This design comes from an exercise in tuning for small area, a short achievable clock period and few clock cycles per item on the open sky130 flow, not from production work.
At most, simulation tests tie the RTL to the original design; equivalence was not proved.
For run 1, only the layout was checked, not whether the RTL still works.
Power figures rest on the tool's default switching activity, not on a simulated workload.

**flow/design.v**
```verilog
`default_nettype none
package msort_pkg;
  localparam int KEY_W = 32;  
  localparam int PAY_W = 32;  
  function automatic logic key_lt(logic [31:0] a, logic [31:0] b);
    logic [31:0] l0, g0;
    logic [15:0] l1, g1;
    logic [7:0]  l2, g2;
    logic [3:0]  l3, g3;
    logic [1:0]  l4, g4;
    l0 = ~a & b;
    g0 = a & ~b;
    for (int i = 0; i < 16; i++) begin
      l1[i] = l0[2*i+1] | (~g0[2*i+1] & l0[2*i]);
      g1[i] = g0[2*i+1] | (~l0[2*i+1] & g0[2*i]);
    end
    for (int i = 0; i < 8; i++) begin
      l2[i] = l1[2*i+1] | (~g1[2*i+1] & l1[2*i]);
      g2[i] = g1[2*i+1] | (~l1[2*i+1] & g1[2*i]);
    end
    for (int i = 0; i < 4; i++) begin
      l3[i] = l2[2*i+1] | (~g2[2*i+1] & l2[2*i]);
      g3[i] = g2[2*i+1] | (~l2[2*i+1] & g2[2*i]);
    end
    for (int i = 0; i < 2; i++) begin
      l4[i] = l3[2*i+1] | (~g3[2*i+1] & l3[2*i]);
      g4[i] = g3[2*i+1] | (~l3[2*i+1] & g3[2*i]);
    end
    key_lt = l4[1] | (~g4[1] & l4[0]);
  endfunction
endpackage
`default_nettype wire
`timescale 1ns/1ps
`default_nettype none
module merge_tree #(
  parameter int W_LOG = 3
) (
  input  wire              CLK,
  input  wire              RST,
  input  logic [63:0]      i_rec,
  input  wire              i_rec_valid,
  input  wire [W_LOG-1:0]  i_rec_idx,
  input  wire              i_req_full,
  input  wire              i_out_full,
  output logic [W_LOG-1:0] o_req_idx,
  output logic             o_req_valid,
  output logic [63:0]      o_rec,
  output logic             o_valid
);
  localparam int NL = 2**W_LOG;
  localparam int NB = 3;                
  logic [63:0]       head [NL];
  logic [NL-1:0]     hv;                
  logic [63:0]       buff [NL][NB];
  logic [NB-1:0]     rp   [NL];         
  logic [NB-1:0]     wp   [NL];         
  logic [NB-1:0]     bcnt [NL];         
  logic [NB:0]       owed [NL];         
  logic              req_ok;            
  logic [63:0]       bhead [NL];        
  logic [NL-1:0]     win;               
  logic [NL-1:0]     pop;
  logic [NL-1:0]     enq;
  logic [NL-1:0]     hload;             
  logic [NL-1:0]     bnz;               
  logic              fire;
  logic [NL-1:0]     owe;               
  logic [NL-1:0]     req;               
  logic              lt [NL][NL];       
  for (genvar l = 0; l < NL; l++) begin : g_leaf
    always_comb begin
      bhead[l] = '0;
      for (int s = 0; s < NB; s++) bhead[l] = bhead[l] | (rp[l][s] ? buff[l][s] : 64'd0);
    end
    assign bnz[l]   = bcnt[l][0];
    assign owe[l]   = owed[l][0];
    assign enq[l]   = i_rec_valid && (i_rec_idx == W_LOG'(l));
    assign hload[l] = pop[l] | ~hv[l];
  end
  for (genvar i = 0; i < NL; i++) begin : g_row
    for (genvar j = 0; j < NL; j++) begin : g_col
      if (i < j) begin : g_cmp
        assign lt[i][j] = msort_pkg::key_lt(head[i][63:32], head[j][63:32]);
      end else begin : g_none
        assign lt[i][j] = 1'b0;
      end
    end
  end
  always_comb begin
    for (int i = 0; i < NL; i++) begin
      win[i] = 1'b1;
      for (int j = 0; j < NL; j++) begin
        if (j < i && lt[j][i])  win[i] = 1'b0;
        if (j > i && !lt[i][j]) win[i] = 1'b0;
      end
    end
  end
  assign fire = &hv;
  assign pop  = fire ? win : '0;
  always_comb begin
    req = '0;
    o_req_idx = '0;
    for (int l = NL - 1; l >= 0; l--) begin
      if (owe[l]) begin
        req = '0;
        req[l] = 1'b1;
        o_req_idx = W_LOG'(l);
      end
    end
    if (!req_ok) req = '0;
  end
  assign o_req_valid = req_ok & (|owe);
  always_ff @(posedge CLK) begin
    if (RST) begin
      req_ok  <= 1'b0;
      o_valid <= 1'b0;
      hv      <= '0;
      for (int l = 0; l < NL; l++) begin
        rp[l]   <= NB'(1);
        wp[l]   <= NB'(1);
        bcnt[l] <= '0;
        owed[l] <= '0;
      end
    end else begin
      req_ok  <= ~i_req_full;
      o_valid <= fire;
      for (int l = 0; l < NL; l++) begin
        logic bdeq, benq;
        benq = enq[l] & hv[l];
        bdeq = hload[l] & (bnz[l] | enq[l]) & hv[l];
        if (hload[l]) hv[l] <= bnz[l] | enq[l];
        if (bdeq) rp[l] <= {rp[l][NB-2:0], rp[l][NB-1]};
        if (benq) wp[l] <= {wp[l][NB-2:0], wp[l][NB-1]};
        case ({benq, bdeq})
          2'b10:   bcnt[l] <= {bcnt[l][NB-2:0], 1'b1};
          2'b01:   bcnt[l] <= {1'b0, bcnt[l][NB-1:1]};
          default: ;
        endcase
        case ({pop[l], req[l]})
          2'b10:   owed[l] <= {owed[l][NB-1:0], 1'b1};
          2'b01:   owed[l] <= {1'b0, owed[l][NB:1]};
          default: ;
        endcase
      end
    end
  end
  always_ff @(posedge CLK) begin
    for (int l = 0; l < NL; l++) begin
      if (hload[l]) head[l] <= bnz[l] ? bhead[l] : i_rec;
      for (int s = 0; s < NB; s++) begin
        if (enq[l] && hv[l] && wp[l][s]) buff[l][s] <= i_rec;
      end
    end
  end
  always_ff @(posedge CLK) begin
    logic [63:0] sel;
    sel = '0;
    for (int l = 0; l < NL; l++) sel = sel | (win[l] ? head[l] : 64'd0);
    o_rec <= sel;
  end
endmodule
`default_nettype wire
`timescale 1ns/1ps
`default_nettype none
module msort_top (
  input  wire        clk,
  input  wire        rst,
  input  wire [63:0] i_rec,
  input  wire        i_rec_valid,
  input  wire [2:0]  i_rec_idx,
  input  wire        i_req_full,
  input  wire        i_out_full,
  output wire [2:0]  o_req_idx,
  output wire        o_req_valid,
  output wire [63:0] o_rec,
  output wire        o_valid
);
  merge_tree #(.W_LOG(3)) u_tree (
    .CLK(clk), .RST(rst),
    .i_rec(i_rec), .i_rec_valid(i_rec_valid), .i_rec_idx(i_rec_idx),
    .i_req_full(i_req_full), .i_out_full(i_out_full),
    .o_req_idx(o_req_idx), .o_req_valid(o_req_valid),
    .o_rec(o_rec), .o_valid(o_valid)
  );
endmodule
`default_nettype wire
```
**flow/run.sh**
```bash
#!/bin/bash
# synth_recipe.tcl (not shown) runs the flow's synth.tcl, then flattens the netlist and writes it again
# the make line also repeats each setting of config.mk as NAME=value (left out here)
make -C /OpenROAD-flow-scripts/flow DESIGN_CONFIG=/design/flow/config.mk WORK_HOME=/design/flow/orfs CLKGATE_MAP_FILE= SYNTH_SCRIPT=/design/flow/synth_recipe.tcl finish
```
**flow/config.mk**
```make
export PLATFORM = sky130hd
export DESIGN_NAME = msort_top
export DESIGN_NICKNAME = msort_top
export VERILOG_FILES = /design/flow/design.v
export SDC_FILE = /design/flow/constraint.sdc
export NUM_CORES = 4
export LEC_CHECK = 0
export CAP_MARGIN = 20
export CORE_MARGIN = 2
export CORE_UTILIZATION = 40
export SLEW_MARGIN = 20
```
**flow/constraint.sdc**
```tcl
create_clock -name core_clock -period 10.0 [get_ports {clk}]
set_input_delay 2.0000 -clock core_clock [delete_from_list [all_inputs] [get_ports {clk}]]
set_output_delay 2.0000 -clock core_clock [all_outputs]
set_load 0.01 [all_outputs]
```
==> impl_metrics.json, run 1 <==
{
  "clock-sinks": 2226,
  "yosys.area.top_type": "edfxtp_1",
  "cts_hold_buf": 0,
  "fmax_ghz": 0.1423,
  "area_growth_pct": 11.28,
  "post-route-min-period_ns": 7.030,
  "netlist_area_um2": 100700,
  "synth_seq_cells": 2226,
  "seq_area_frac_synth_pct": 64.61,
  "post_cts_resize_count": 0,
  "clock_latency_ns": 0.92,
  "pwr-share-seq_pct": 50.4,
  "cts_tree": "yes",
  "die_area_um2": 255800,
  "swShare_pct": 26.50,
  "syn_nets": 8361,
  "startpoint": "u_tree.head[7][37]",
  "setup_violations": 0,
  "endpoint_kind": "register",
  "ys.flop_type": "edfxtp_1",
  "path_delay_family": "compound AO/OA/AOI/OAI gates",
  "cts_max_level": 4,
  "grtUsageTotal_pct": 29.78,
  "finalPower_w": 0.02135,
  "setup_slack_ns": 2.970,
  "multi_input_area_um2": 31790,
  "ios": 141,
  "dpl_cell_area_um2": 104900,
  "cp_slowest_cell": "a2111oi_1",
  "post-cts-setup-buffers": 0,
  "synth_warnings": 9,
  "worstHoldStart": "u_tree.wp[3][0]",
  "cp_data_arrival_time_ns": 7.54,
  "p_leak_nw": 36.20,
  "min_path_type": "reg -> reg",
  "status": "finished clean",
  "ff2ff_setup_slack_ns": 2.97,
  "fill_cells": 22615,
  "yosysTopAreaCellShare_pct": 61.07,
  "combPwrFrac_pct": 10.9,
  "synth_enable_flop_cells": 2048,
  "cap_violations": 0,
  "r2r-start": "u_tree.head[7][37]",
  "routabilityCongestion": 0.9658,
  "max_stage_delay_ns": 1.10,
  "ant_nets": 0,
  "worstSetupStartpointType": "register",
  "via_per_inst": 6.543,
  "cp_max_fo": 46,
  "crit_type": "reg -> reg",
  "initial_utilization_pct": 40.13,
  "clk_pin_slew_worst_paths_ns": 0.06,
  "switching_power_w": 0.005658,
  "die_w_um": 505.8,
  "detail_route.drc_violations": 0,
  "skew_ns": 0.05437,
  "cp.required_ns": 10.51,
  "grt.overflow.total": 0,
  "hold_path_depth": 1,
  "p_int_w": 0.01569,
  "portBuffers": 139,
  "synth_area_per_cell_um2": 12.17,
  "synth_area_leaders": "edfxtp_1 (61%), a222oi_1 (5.9%), a21oi_1 (4.5%)",
  "drtPass1Iterations": 13,
  "clockBufferDepth": 3,
  "hpwl_um": 248500,
  "final_core_util_pct": 44.66,
  "critPathBufInv": 2,
  "grt_max_degree": 83,
  "clockPowerShare_pct": 38.8,
  "row_count": 184,
  "rsz0062_at_grt": "false",
  "drt-initial-drc-count": 13718,
  "synth_cells": 8273,
  "worstMarginPinSlew_ns": 1.189,
  "cts_buffers": 223,
  "holdPathEnd": "u_tree.wp[3][0]",
  "seqCellArea_um2": 65180,
  "ff2ff_path_depth": 12,
  "finalInstanceArea_um2": 112100,
  "cts_root_buf": "clkbuf_16",
  "slew_headroom_pct": 20.27,
  "fin_crit_sh_pct": 70.30,
  "wl_um": 394200,
  "antenna_found_initial": 30,
  "path_cells": "inv_1 -> maj3_1 -> a311oi_1 -> o21ai_0 -> a2111oi_1 -> o2111ai_1 -> a41o_1 -> nor4_1 -> nand2_1 -> or4_1 -> nand2_4 -> buf_4",
  "drive_above_1_share_pct": 8.333,
  "vias": 75909,
  "hold_viol": 0,
  "rr_endpoint": "u_tree.head[0][33]",
  "pre_cts_ws_ns": 3.099,
  "peakVddDrop_uv": 194.9,
  "core_um2": 250900,
  "async_flop_share_pct": 0,
  "synth_cell_types": 89,
  "grt_pass1_wl_um": 546800,
  "p_per_area_nw_per_um2": 190.5,
  "wl_per_cell_um": 33.97,
  "die_h_um": 505.8,
  "tns_ns": 0,
  "slew_viol_final": 0,
  "grt_pass1_vias": 71193,
  "fin_nets": 8136
}
[registers in the layout, summed over array words and instances, names as in the netlist]
register	cells
u_tree.req_ok	1
u_tree.owed	32
u_tree.rp	24
u_tree.bcnt	24
u_tree.wp	24
u_tree.hv	8
u_tree.o_valid	1
u_tree.head	512
u_tree.buff	1536
u_tree.o_rec	64
[kinds of logic (layout without fill, tap and decap cells)]
kind of cell               count (synthesis)  count (layout)  share of synthesized area (%)
DFF                                     2226            2226                          64.61
AOI/OAI and AO/OA                       2732            2732                          19.14
buffers and inverters                   1035            1006                          4.009
adders and majority gates                329             329                          3.326
other                                      0              10                              0
and+or+nand+nor                         1926            1926                          8.665
muxes                                     25              25                         0.2485
[metrics by stage]
stage | hold slack, ns | cells
final | 0.4764 | 11602
after detailed placement | 0.4580 | 11170
after global routing | 0.4933 | 11601
after global placement | 0.4437 | 11170
after CTS | 0.4720 | 11591
after floorplan | 0.4275 | 8273
[power by group through the flow]
stage	Combinational, W	Sequential [W]	Clock [W]
global route	0.00244	0.0108	0.00872
global placement	0.00225	0.0109	0
detailed placement	0.00226	0.0109	0
floorplan	0.00137	0.0107	0
CTS	0.00227	0.0107	0.00837
finish	0.00232	0.0108	0.00828
[cell usage in the layout (no fill, tap or decap), types with 32 or more instances in the layout]
cell             Yosys  routed
clkbuf_1           563      50
a222oi_1           598     598
inv_2               34      34
a21oi_1            898     898
a211oi_1            85      85
dfxtp_4              0      32
o22ai_1            102     102
inv_1              194     194
dfxtp_1            178     146
clkinv_1            31      78
a221oi_1            38      38
nor3_1              64      64
buf_4                8     187
clkinv_2             0      44
o311a_1             34      34
clkbuf_16            0     225
nand3_1             64      64
nor2_1             893     893
o31ai_1             34      34
nor3b_1             34      34
nand2b_1            90      90
a31oi_1             70      70
nand2_1            492     484
clkdlybuf4s50_1      0     110
edfxtp_1          2048    2048
a22oi_1            130     130
o21ai_0            298     298
o2111ai_1           39      39
maj3_1             300     300
o211ai_1            69      69
and4_1              34      33
a21o_1              56      56
nor2b_1            118     118
[cells in the mapped netlist, drive strengths merged, types with 31 or more instances]
master   number
o31ai        34
clkinv       31
edfxtp     2048
o221ai       31
dfxtp       178
nand2b       90
a21o         56
o311a        34
a222oi      598
o21ai       322
o22ai       102
a22oi       130
buf         205
nor3b        35
maj3        313
a21oi       898
a221oi       38
o2111ai      39
inv         228
nor2b       118
o211ai       69
a211oi       85
nor2        895
a2111oi      32
and4         34
nand3        64
a31oi        70
nand2       492
clkbuf      571
nor3         64
[layout make-up]
class                           instances  share of cell area, %
Antenna cell                           10                0.02233
Clock buffer                          284                  5.302
Clock inverter                        137                  1.158
Inverter                              259                 0.8675
Multi-Input combinational cell       5012                  28.36
Sequential cell                      2226                  58.16
Tap cell                             3348                  3.738
Timing Repair Buffer                  326                  2.385
[worst max-delay path by stage]
stage                               to  slack [ns]  cells past startpoint
global route        u_tree.head[0][33]        2.88                     12
detailed placement  u_tree.head[0][37]        3.10                     12
CTS                 u_tree.head[0][33]        3.07                     12
global placement    u_tree.head[0][36]        3.17                     12
finish              u_tree.head[0][33]        2.97                     12
floorplan            u_tree.head[3][0]        5.21                     13
[per-layer routing]
metal | part of all wire [%] | wire [µm] | track usage, % | up-vias
li1 | - | - | - | 32259
met1 | 41 | 159900 | 41.63 | 38057
met2 | 44 | 174700 | 44.96 | 4819
met3 | 10 | 39730 | 5.358 | 770
met4 | 5.0 | 19840 | 14.12 | 4
met5 | 0.0058 | 23 | 0 | -
==> run 2, diff against run 1 <==
--- a/flow/design.v
+++ b/flow/design.v
@@ -32,6 +32,33 @@
 `default_nettype wire
 `timescale 1ns/1ps
 `default_nettype none
+module edge_fifo (
+  input  wire         CLK,
+  input  wire         RST,
+  input  wire         i_push,
+  input  logic [63:0] i_rec,
+  input  wire         i_pop,
+  output logic [63:0] o_head,
+  output logic        o_valid,
+  output logic        o_full
+);
+  logic [63:0] extra;
+  logic        xv;
+  assign o_full = xv;
+  always_ff @(posedge CLK) begin
+    if (RST) begin
+      o_valid <= 1'b0;
+      xv      <= 1'b0;
+    end else begin
+      if (i_pop | ~o_valid) o_valid <= xv | i_push;
+      xv <= xv ? ~i_pop : (i_push & o_valid & ~i_pop);
+    end
+  end
+  always_ff @(posedge CLK) begin
+    if (!xv) extra <= i_rec;
+    if (i_pop | ~o_valid) o_head <= xv ? extra : i_rec;
+  end
+endmodule
 module merge_tree #(
   parameter int W_LOG = 3
 ) (
@@ -58,7 +85,6 @@
   logic [NB:0]       owed [NL];         
   logic              req_ok;            
   logic [63:0]       bhead [NL];        
-  logic [NL-1:0]     win;               
   logic [NL-1:0]     pop;
   logic [NL-1:0]     enq;
   logic [NL-1:0]     hload;             
@@ -66,7 +92,6 @@
   logic              fire;
   logic [NL-1:0]     owe;               
   logic [NL-1:0]     req;               
-  logic              lt [NL][NL];       
   for (genvar l = 0; l < NL; l++) begin : g_leaf
     always_comb begin
       bhead[l] = '0;
@@ -77,26 +102,37 @@
     assign enq[l]   = i_rec_valid && (i_rec_idx == W_LOG'(l));
     assign hload[l] = pop[l] | ~hv[l];
   end
-  for (genvar i = 0; i < NL; i++) begin : g_row
-    for (genvar j = 0; j < NL; j++) begin : g_col
-      if (i < j) begin : g_cmp
-        assign lt[i][j] = msort_pkg::key_lt(head[i][63:32], head[j][63:32]);
-      end else begin : g_none
-        assign lt[i][j] = 1'b0;
-      end
-    end
-  end
-  always_comb begin
-    for (int i = 0; i < NL; i++) begin
-      win[i] = 1'b1;
-      for (int j = 0; j < NL; j++) begin
-        if (j < i && lt[j][i])  win[i] = 1'b0;
-        if (j > i && !lt[i][j]) win[i] = 1'b0;
-      end
-    end
-  end
-  assign fire = &hv;
-  assign pop  = fire ? win : '0;
+  logic [63:0] e1_head [4];
+  logic [3:0]  e1_v, e1_full, e1_pop;
+  logic [63:0] e2_head [2];
+  logic [1:0]  e2_v, e2_full, e2_pop;
+  for (genvar k = 0; k < 4; k++) begin : g_n1
+    logic lt, f;
+    assign lt = msort_pkg::key_lt(head[2*k][63:32], head[2*k+1][63:32]);
+    assign f  = hv[2*k] & hv[2*k+1] & ~e1_full[k];
+    assign pop[2*k]   = f & lt;
+    assign pop[2*k+1] = f & ~lt;
+    edge_fifo u_e1 (
+      .CLK(CLK), .RST(RST), .i_push(f), .i_rec(lt ? head[2*k] : head[2*k+1]),
+      .i_pop(e1_pop[k]), .o_head(e1_head[k]), .o_valid(e1_v[k]), .o_full(e1_full[k])
+    );
+  end
+  for (genvar m = 0; m < 2; m++) begin : g_n2
+    logic lt, f;
+    assign lt = msort_pkg::key_lt(e1_head[2*m][63:32], e1_head[2*m+1][63:32]);
+    assign f  = e1_v[2*m] & e1_v[2*m+1] & ~e2_full[m];
+    assign e1_pop[2*m]   = f & lt;
+    assign e1_pop[2*m+1] = f & ~lt;
+    edge_fifo u_e2 (
+      .CLK(CLK), .RST(RST), .i_push(f), .i_rec(lt ? e1_head[2*m] : e1_head[2*m+1]),
+      .i_pop(e2_pop[m]), .o_head(e2_head[m]), .o_valid(e2_v[m]), .o_full(e2_full[m])
+    );
+  end
+  logic root_lt;
+  assign root_lt = msort_pkg::key_lt(e2_head[0][63:32], e2_head[1][63:32]);
+  assign fire      = e2_v[0] & e2_v[1];
+  assign e2_pop[0] = fire & root_lt;
+  assign e2_pop[1] = fire & ~root_lt;
   always_comb begin
     req = '0;
     o_req_idx = '0;
@@ -153,10 +189,7 @@
     end
   end
   always_ff @(posedge CLK) begin
-    logic [63:0] sel;
-    sel = '0;
-    for (int l = 0; l < NL; l++) sel = sel | (win[l] ? head[l] : 64'd0);
-    o_rec <= sel;
+    o_rec <= root_lt ? e2_head[0] : e2_head[1];
   end
 endmodule
 `default_nettype wire
==> run 2 against run 1 <==
Non-clock buffer count decreased by 11; hold slack got worse by 0.0092 ns; final cell count rose by 3.2%; clock skew fell by 0.010 ns; clock power is 39% higher; core utilization is 0.99 points higher; total power up 48%; sequential share of layout area grew 7.5 points; critical path type unchanged; largest power group unchanged; highest routed layer unchanged.
==> impl_metrics.json, run 2 <==
{
  "path_cells": "nor2b_1 -> a21boi_0 -> o31ai_1 -> a211oi_1 -> o221ai_1 -> a21oi_4 -> buf_4 -> o21ai_0 -> nand2_4 -> buf_4",
  "clock_latency_ns": 0.88,
  "peakVddDrop_uv": 261.8,
  "clock-sinks": 3006,
  "initial_utilization_pct": 40.20,
  "cp.required_ns": 10.49,
  "area_growth_pct": 13.55,
  "p_leak_nw": 43.29,
  "cp_max_fo": 38,
  "synth_enable_flop_cells": 2432,
  "die_h_um": 536.7,
  "cts_buffers": 304,
  "row_count": 195,
  "multi_input_area_um2": 25920,
  "drt-initial-drc-count": 9820,
  "finalPower_w": 0.03158,
  "use_met3_pct": 3.677,
  "synth_cell_types": 78,
  "async_flop_share_pct": 0,
  "seqCellArea_um2": 84590,
  "fmax_ghz": 0.1785,
  "grt_pass1_vias": 67766,
  "fin_hold_ws_ns": 0.4671,
  "tns_ns": 0,
  "ant_nets": 0,
  "portBuffers": 139,
  "setup_violations": 0,
  "routabilityCongestion": 0.8465,
  "via_per_inst": 5.832,
  "skew_ns": 0.04438,
  "ios": 141,
  "fill_cells": 24301,
  "vias": 69860,
  "cts_tree": "yes",
  "worstMarginPinSlew_ns": 1.219,
  "hold_viol": 0,
  "yosys.area.top_type": "edfxtp_1",
  "wl_um": 317000,
  "grt_pass1_wl_um": 456500,
  "yosysTopAreaCellShare_pct": 64.35,
  "synth.most_common_cell": "edfxtp_1",
  "cp_slowest_cell": "a21oi_4",
  "worstHoldStart": "u_tree.wp[5][0]",
  "antenna_found_initial": 29,
  "clk_pin_slew_worst_paths_ns": 0.06,
  "grtUsageMet1_pct": 28.75,
  "cp_data_arrival_time_ns": 6.09,
  "ys_top_cells_by_count": "edfxtp_1 (2432), nor2_1 (952), a21oi_1 (640)",
  "cap_violations": 0,
  "cts_max_level": 5,
  "grt-busiest-layer": "met2",
  "max_stage_delay_ns": 0.94,
  "min_path_type": "reg -> reg",
  "grt_max_degree": 97,
  "synth_cells": 7981,
  "core_um2": 282300,
  "worstSetupStartpointType": "register",
  "endpoint_kind": "register",
  "rsz0062_at_grt": "false",
  "clockBufferDepth": 4,
  "startpoint": "u_tree.head[3][36]",
  "cts_root_buf": "clkbuf_16",
  "drive_above_1_share_pct": 10.31,
  "critPathBufInv": 2,
  "slew_viol_final": 0,
  "ff2ff_setup_slack_ns": 4.40,
  "fin_crit_sh_pct": 56.01,
  "cts_hold_buf": 0,
  "detail_route.drc_violations": 0,
  "mostFrequentLayoutCells": "edfxtp_1 (2432), nor2_1 (951), a21oi_1 (638), dfxtp_1 (540), a222oi_1 (512)",
  "post-route-min-period_ns": 5.601,
  "synth_area_per_cell_um2": 14.22,
  "p_per_area_nw_per_um2": 245.0,
  "top_regs": "u_tree.buff x1536, u_tree.head x512",
  "ys.flop_type": "edfxtp_1",
  "synth_area_leaders": "edfxtp_1 (64%), dfxtp_1 (10%), a222oi_1 (4.5%)",
  "path_common_cell": "buf_4",
  "grt.overflow.total": 0,
  "final_core_util_pct": 45.65,
  "status": "finished clean",
  "crit_type": "reg -> reg",
  "die_area_um2": 288000,
  "synth_warnings": 18,
  "seq_area_frac_synth_pct": 74.47,
  "fin_nets": 8057,
  "r2r-start": "u_tree.head[3][36]",
  "hpwl_um": 187800,
  "wl_per_cell_um": 26.46,
  "post_cts_resize_count": 0,
  "final_common_cell": "edfxtp_1",
  "largest-register": "u_tree.buff",
  "die_w_um": 536.7,
  "netlist_area_um2": 113500,
  "largest_reg_flops": 1536,
  "syn_nets": 8069,
  "post-cts-setup-buffers": 0,
  "grtUsageTotal_pct": 21.41,
  "path_delay_family": "compound AO/OA/AOI/OAI gates",
  "drtPass1Iterations": 9,
  "grtUsageMet2_pct": 34.39,
  "synth_seq_cells": 3006,
  "slew_headroom_pct": 18.76
}
==> run 2: changes by cell type after synthesis, moves of 134 or more <==
cell | before | now
nand2_1 | 492 | 122
a21oi_1 | 898 | 640
edfxtp_1 | 2048 | 2432
nand3_1 | 64 | 294
dfxtp_1 | 178 | 574
maj3_1 | 300 | 166
a31oi_1 | 70 | 291
==> run 2: cell families (layout without fill, tap and decap cells) <==
kind of cell    after synthesis  count (layout)  synth area share [%]
simple gates               1733            1733                 7.128
other cells                   0              17                     0
compound gates             2003            2003                 12.11
mux                         160             160                 1.473
buf+inv                     880            1118                 3.004
flops                      3006            3006                 74.47
fa+ha+maj                   199             199                 1.809
==> run 2: metrics by stage <==
| step | instance area, µm² | setup slack (ns) | instances |
|---|---|---|---|
| after floorplan | 113500 | 0.7064 | 7981 |
| after global placement | 118800 | 4.324 | 11401 |
| after detailed placement | 118800 | 4.426 | 11403 |
| after CTS | 128800 | 4.420 | 11959 |
| after global routing | 128900 | 4.206 | 11974 |
| final | 128900 | 4.399 | 11979 |
==> run 2: cell type report <==
class	count	share of cell area (%)
multi-input combinational	4095	20.11
timing repair buffer	315	2.054
inverter	247	0.7272
clock buffer	436	6.675
tap	3743	3.634
sequential	3006	65.64
antenna	17	0.03301
clock inverter	120	1.127
==> run 2: worst register-to-register path, cell delays in order (launching register included) <==
cell	delay, ns
edfxtp_1	0.39
nor2b_1	0.17
a21boi_0	0.29
o31ai_1	0.12
a211oi_1	0.49
o221ai_1	0.47
a21oi_4	0.94
buf_4	0.62
o21ai_0	0.48
nand2_4	0.57
buf_4	0.58
==> run 2: path summary, 6_finish.rpt <==
path | cells after the start | to
max | 10 | u_tree.head[3][21]
min | 1 | u_tree.wp[5][0]
max reg2reg | 10 | u_tree.head[3][21]
min reg2reg | 1 | u_tree.wp[5][0]
==> run 2: report_power, final <==
part | total (W) | internal, W | switching (W)
clock network | 0.0115 | 0.00675 | 0.00477
registers | 0.0157 | 0.0151 | 0.000618
logic | 0.00434 | 0.00153 | 0.00280
==> run 2: per-layer routing <==
metal	vias to the layer above	part of all wire [%]
met5	-	0.048
met4	32	4.0
met3	579	9.3
met2	3338	46
met1	34796	40
li1	31115	-
Testbench counts of run 2, summed over its fixed seeds: cycles 15,286, records 12,966.
==> run 3, diff against run 2 <==
--- a/flow/config.mk
+++ b/flow/config.mk
@@ -7,5 +7,6 @@
 export LEC_CHECK = 0
 export CAP_MARGIN = 20
 export CORE_MARGIN = 2
-export CORE_UTILIZATION = 40
+export CORE_UTILIZATION = 55
+export SETUP_SLACK_MARGIN = 5
 export SLEW_MARGIN = 20
==> run 3 against run 2 <==
Still clean; design area shrank 1.0%; worst setup slack improved by 0.67 ns; wire length increased by 4.0%; combinational power rose by 1%; critical path type unchanged; largest cell class unchanged.
==> impl_metrics.json, run 3 <==
{
  "status": "finished clean",
  "path_common_cell": "maj3_1",
  "crit_type": "reg -> reg",
  "cts_buffers": 319,
  "hpwl_um": 189700,
  "grtUsageTotal_pct": 30.95,
  "cts_max_level": 5,
  "grt_max_degree": 95,
  "post-route-min-period_ns": 4.935,
  "row_count": 166,
  "top_regs": "u_tree.buff x1536, u_tree.head x512",
  "ys_top_cells_by_count": "edfxtp_1 (2432), nor2_1 (952), a21oi_1 (640)",
  "antenna_found_initial": 10,
  "cts_tree": "yes",
  "ant_nets": 0,
  "synth_top_family_by_area": "compound AO/OA/AOI/OAI gates",
  "initial_utilization_pct": 55.42,
  "seq_area_frac_synth_pct": 74.47,
  "yosys.area_share.simple_pct": 7.128,
  "drt-initial-drc-count": 10558,
  "synth-xor-area-share_pct": 0,
  "fill_cells": 15245,
  "slew_headroom_pct": 16.83,
  "cts_hold_buf": 0,
  "min_path_type": "reg -> reg",
  "grt.overflow.total": 0,
  "slew_viol_final": 0,
  "skew_ns": 0.04709,
  "die_area_um2": 210000,
  "async_flop_share_pct": 0,
  "cp_slowest_cell": "nor4b_2",
  "mostFrequentLayoutCells": "edfxtp_1 (2432), nor2_1 (951), a21oi_1 (638), dfxtp_1 (540), a222oi_1 (512)",
  "synth_area_leaders": "edfxtp_1 (64%), dfxtp_1 (10%), a222oi_1 (4.5%)",
  "endpoint_kind": "register",
  "clockBufferDepth": 4,
  "final_common_cell": "edfxtp_1",
  "portBuffers": 139,
  "cp_data_arrival_time_ns": 5.50,
  "clk_pin_slew_worst_paths_ns": 0.06,
  "synth_area_per_cell_um2": 14.22,
  "cp.required_ns": 10.57,
  "max_stage_delay_ns": 0.85,
  "path_cells": "nor2b_1 -> maj3_1 -> maj3_1 -> maj3_1 -> nor4b_2 -> o21a_2 -> o21ai_0 -> buf_4 -> nand2_4 -> buf_4",
  "multi_input_area_um2": 25970,
  "drtPass1Iterations": 10,
  "largest_reg_flops": 1536,
  "p_per_area_nw_per_um2": 247.1,
  "synth-compound-area-share_pct": 12.11,
  "peakVddDrop_uv": 257.2,
  "wl_per_cell_um": 30.18,
  "syn_nets": 8069,
  "ys.flop_type": "edfxtp_1",
  "ff2ff_path_depth": 10,
  "fin_crit_sh_pct": 49.35,
  "yosys.area.top_type": "edfxtp_1",
  "yosysTopAreaCellShare_pct": 64.35,
  "fin_nets": 8075,
  "synth_enable_flop_cells": 2432,
  "netlist_area_um2": 113500,
  "cp_max_fo": 34,
  "grt_pass1_wl_um": 470100,
  "worstSetupStartpointType": "register",
  "place_inst": 10351,
  "synth_warnings": 18,
  "setup_violations": 0,
  "die_h_um": 458.3,
  "synth.most_common_cell": "edfxtp_1",
  "synth_cell_types": 78,
  "wl_um": 329600,
  "clock-sinks": 3006,
  "worstMarginPinSlew_ns": 1.248,
  "grt_pass1_vias": 68135,
  "p_leak_nw": 43.28,
  "die_w_um": 458.3,
  "cts_root_buf": "clkbuf_16",
  "cap_violations": 0,
  "synth_cells": 7981,
  "ios": 141,
  "vias": 71134,
  "synth-adder-area-share_pct": 1.809,
  "seqCellArea_um2": 84590,
  "core_um2": 204800,
  "area_growth_pct": 12.36,
  "largest-register": "u_tree.buff",
  "clock_latency_ns": 0.96,
  "via_per_inst": 6.513,
  "fin_cells": 10922,
  "tns_ns": 0,
  "synth_seq_cells": 3006,
  "hold_viol": 0,
  "hold_path_depth": 1,
  "detail_route.drc_violations": 0,
  "synthMuxAreaShare_pct": 1.473,
  "drive_above_1_share_pct": 10.05,
  "routabilityCongestion": 0.8535,
  "rsz0062_at_grt": "true",
  "fmax_ghz": 0.2026
}
-- run 3: cell types whose count changed in the layout (fill, tap and decap cells not counted), sizes merged, moves of 2 or more --
cell | previous run | this run
diode | 17 | 6
clkinv | 72 | 70
inv | 259 | 250
bufinv | 28 | 16
clkinvlp | 8 | 2
clkbuf | 436 | 471
buf | 200 | 202
-- run 3: kinds of logic (layout without fill, tap and decap cells) --
| family | Yosys count | after routing |
|---|---|---|
| DFF | 3006 | 3006 |
| AOI/OAI and AO/OA | 2003 | 2003 |
| and+or+nand+nor | 1733 | 1734 |
| buffers and inverters | 880 | 1126 |
| adders and majority gates | 199 | 199 |
| muxes | 160 | 160 |
| other | 0 | 6 |
-- run 3: final cells by class --
| type | instances | share of cell area, % |
|---|---|---|
| sequential | 3006 | 66.34 |
| inverter | 247 | 0.7349 |
| clock buffer | 471 | 7.164 |
| antenna | 6 | 0.01177 |
| clock inverter | 91 | 0.6495 |
| multi-input combinational | 4096 | 20.37 |
| timing repair buffer | 317 | 2.100 |
| tap | 2688 | 2.637 |
-- run 3: layer usage --
| metal | share of wire, % | GRT usage (%) | vias up |
|---|---|---|---|
| li1 | - | - | 31139 |
| met1 | 41 | 43.72 | 35646 |
| met2 | 46 | 48.12 | 3782 |
| met3 | 10 | 6.026 | 567 |
| met4 | 3.5 | 11.28 | 0 |
| met5 | 0 | 0 | - |
-- run 3: power breakdown --
| part | total, W | internal [W] | switching (W) |
|---|---|---|---|
| registers | 0.0157 | 0.0151 | 0.000618 |
| clock network | 0.0114 | 0.00671 | 0.00468 |
| logic | 0.00439 | 0.00153 | 0.00285 |
| total | 0.0315 | 0.0234 | 0.00815 |
-- run 3: worst max-delay path: cells and delay by family, from the launching register on --
kind	cells	cell delay, ns
adder cells (fa/ha/maj)	3	1.08
flip-flops	1	0.42
AND/OR/NAND/NOR	3	1.51
buffers and inverters	2	0.81
AO/OA/AOI/OAI	2	0.58
-- run 3: per-stage QoR --
step | power (W) | hold WS [ns] | cell area, µm² | utilization (%) | worst slack (ns)
6_report | 0.03151 | 0.4647 | 127500 | 62.27 | 5.065
5_1_grt | 0.03251 | 0.4776 | 127500 | 62.27 | 4.978
4_1_cts | 0.03160 | 0.4636 | 127500 | 62.28 | 5.014
3_5_place_dp | 0.02028 | 0.4501 | 117500 | 57.40 | 4.407
3_3_place_gp | 0.02018 | 0.4447 | 117500 | 57.40 | 4.469
2_1_floorplan | 0.01814 | 0.4275 | 113600 | - | 5.328
-- run 3: final timing paths --
path | startpoint | slack, ns | to
max | u_tree.head[7][40] | 5.07 | u_tree.head[7][32]
min | u_tree.wp[7][0] | 0.46 | u_tree.wp[7][0]
max reg2reg | u_tree.head[7][40] | 5.07 | u_tree.head[7][32]
min reg2reg | u_tree.wp[7][0] | 0.46 | u_tree.wp[7][0]
-- run 3: timing repair --
item,in CTS,in global routing
pin swaps,1,0
gates cloned,1,0
gates resized for setup,3,5
setup endpoints to repair,67,135
buffers inserted,1,0

[re-timing with driven ports]
How much do the figures lean on ideal ports? The routed layouts below were timed once more, with nothing changed but the port constraints.
Step 1, drivers: a clkbuf_16 drives clk and a buf_2 each remaining input, both assumed.
Step 2 moves the port delays by t, midway between the first and last clock arrival at a register: inputs arrive t later, outputs are due t later. That takes back most of the time a late clock gives input paths.
Three values: ideal, step 1, step 2; two values: the first two.
| run | shift t [ns] | setup WS [ns] | clock arrival spread, ns | worst data-port slew with drivers (ns) |
|---|---|---|---|---|
| run 1 | 0.978 | 2.970 / 2.970 / 2.970 | 0.056 / 0.056 | 0.21 |
| run 2 | 0.948 | 4.399 / 4.399 / 4.399 | 0.049 / 0.049 | 0.11 |
| run 3 | 1.020 | 5.065 / 5.065 / 4.588 | 0.047 / 0.047 | 0.17 |
After both steps setup and hold are still met in every run listed. The setup slack of run 3, which loses most, moves by 0.000 ns with the drivers and by -0.477 ns with both steps.
